Context: an optimization exercise on an open-source flow, tuned for a short achievable clock period and few clock cycles. The choices shown serve that exercise and are no tape-out recipe.
Function was checked by simulation only, so behaviour that the tests miss may differ from the original.
No activity file was given, so power comes from the tool's default toggle rates.

Design rsc_core, start of the top module:
module rsc_core (
    input  wire logic           i_clk,
    input  wire logic           i_rst,
    input  wire rsc_pkg::word_t i_inst,
    output rsc_pkg::word_t      o_pc,
    input  wire rsc_pkg::word_t i_mem_rd_data,
    output rsc_pkg::word_t      o_mem_addr,
    output rsc_pkg::word_t      o_mem_wr_data,
    output logic                o_mem_wr_en
);
Size in the first run: roughly 3400 cells after synthesis, about 83 I/O pins.
clock: 6.5 ns
lec_check: 0
cap_margin: 20
core_margin: 2
core_utilization: 40
setup_slack_margin: 5
slew_margin: 20
synth_hierarchical: 1
synth_minimum_keep_size: 0
standard.sh (not shown) runs the stock make flow with config.mk's settings and CLKGATE_MAP_FILE= SYNTH_SCRIPT=/design/flow/synth_recipe.tcl, a recipe that flattens the netlist after the stock synthesis.
==> flow/flow/run.sh <==
#!/bin/bash
# The standard layout (standard.sh), except that the port buffers are buf_4 cells,
# which the resizer may size, rather than the delay-cell buffers it picks by default.
set -euo pipefail
bash standard.sh "BUFFER_PORTS_ARGS=-buffer_cell sky130_fd_sc_hd__buf_4" finish > flow.log 2>&1
The baseline passed the timing, design-rule and antenna checks.
Testbench counts at the start, summed over its fixed seeds: cycles 48,340.
Rerun with:
--- a/flow/design.v
+++ b/flow/design.v
@@ -133,16 +133,15 @@
     assign o_pc = r_pc_o;
     assign f_op     = i_inst[15:13];
     assign f_beq    = f_op == 3'd6;
     assign f_jalr   = f_op == 3'd7;
     logic        r_fz;
     logic [2:0]  r_fzr;
     logic        f_zpred;
-    assign f_zpred  = r_fz && d_v && ((i_inst[12:10] == r_fzr && i_inst[9:7] == 3'd0) ||
-                               (i_inst[9:7] == r_fzr && i_inst[12:10] == 3'd0));
+    assign f_zpred  = r_fz && d_v && i_inst[12:10] == r_fzr && i_inst[9:7] == 3'd0;
     assign f_ptaken = f_beq && (i_inst[12:10] == i_inst[9:7] || i_inst[6] || f_zpred);
     logic [6:0]  f_lo;
     logic        f_lo_co;
     logic [8:0]  f_hi_inc;
     logic [8:0]  f_hi_dec;
     logic [8:0]  f_hi;
     rsc_finc #(.W(16)) u_f_inc (.i_a(r_pc), .o_s(f_inc));
@@ -293,15 +292,18 @@
     assign redir_d  = redir_dj;
     logic        d_pt;               
     assign d_pt     = d_ptaken;
     assign tgt_d    = a_kn ? r_kval : a_val;
     logic        d_eld;
     logic        e_port;         
     assign e_port = e_v && (e_st || (e_ld && !e_eld && !e_fld));
-    assign d_eld = d_v && d_lw && d_inst[9:7] == 3'd0 && !d_fld && !e_port;
+    logic [15:0] d_eaddr;
+    rsc_ksa #(.W(16), .CI(1'b0)) u_d_eaddr (.i_a(d_rfa), .i_b({{9{d_inst[6]}}, d_inst[6:0]}),
+                                            .o_s(d_eaddr), .o_co());
+    assign d_eld = d_v && d_lw && d_ha == 4'd0 && !d_fld && !e_port;
     logic        f_issue;
     assign f_issue = f_op == 3'd5 && i_inst[9:7] == 3'd0 && !stall && !d_eld &&
                      !e_port && !(d_v && d_sw);
     logic [15:0] x_fa, x_fb;
     logic [15:0] x_a, x_b;
     logic [15:0] x_res;
     logic        x_eq;
@@ -313,15 +315,15 @@
     logic [15:0] x_sum;
     rsc_ksa #(.W(16), .CI(1'b0)) u_x_add (.i_a(x_a), .i_b(x_b), .o_s(x_sum), .o_co());
     logic [15:0] x_alu;
     assign x_alu = e_nand ? ~(x_a & x_b) : x_sum;
     assign x_res = x_alu;
     assign x1_val = x1_fld ? x1_ldv : x1_res;
     logic [15:0] m_early;
-    assign m_early = f_issue ? {{9{i_inst[6]}}, i_inst[6:0]} : {{9{d_inst[6]}}, d_inst[6:0]};
+    assign m_early = f_issue ? {{9{i_inst[6]}}, i_inst[6:0]} : d_eaddr;
     logic        x_eq_1b, x_eq_1a, x_eq_ab, x_jk_1, x_jk_a;
     rsc_eq u_eq_1b (.i_a(x1_res), .i_b(e_opb), .o_eq(x_eq_1b));
     rsc_eq u_eq_1a (.i_a(x1_res), .i_b(e_opa), .o_eq(x_eq_1a));
     rsc_eq u_eq_ab (.i_a(e_opa), .i_b(e_opb), .o_eq(x_eq_ab));
     rsc_eq u_jk_1 (.i_a(x1_res), .i_b(e_jtgt), .o_eq(x_jk_1));
     rsc_eq u_jk_a (.i_a(e_opa), .i_b(e_jtgt), .o_eq(x_jk_a));
     always_comb begin
Result:
- The changed run ran to the end with no violations
- core utilization shrinks by 1.1 points
- area after synthesis rises by 3.5%
- design area is higher by 1.5%
- routed wire length rose by 7.5%
- via count came out higher by 4.6%
- clock skew goes down by 0.0045 ns
- total power is about the same
- combinational power goes down by about 1%
- worst setup slack is better by 0.053 ns
Testbench counts after the change, summed over its fixed seeds: cycles 48,185.

[afterwards: timing with drivers on the ports]
In the flow no input, the clock included, has a driving cell. The finished layouts below were timed again as built, in two steps.
Step 1 sets driving cells, clkbuf_16 on the clock port and buf_2 on the other inputs (assumed; they add their load-dependent delay and slew).
Step 2 moves the port delays by t, midway between the first and last clock arrival at a register: inputs arrive t later, outputs are due t later. That takes back most of the time a late clock gives input paths.
Slacks: no drivers / after step 1 / after step 2; pairs: no drivers / after step 1.
run	shift t [ns]	setup slack, ns	latest minus earliest clock arrival (ns)
the first run	0.754	3.783 / 3.660 / 2.907	0.041 / 0.041
the second run	0.762	3.836 / 3.630 / 2.868	0.035 / 0.035
After both steps setup and hold are still met in every run listed. For the second run, which loses most, drivers alone change the setup slack by -0.206 ns; drivers and shift together by -0.968 ns.
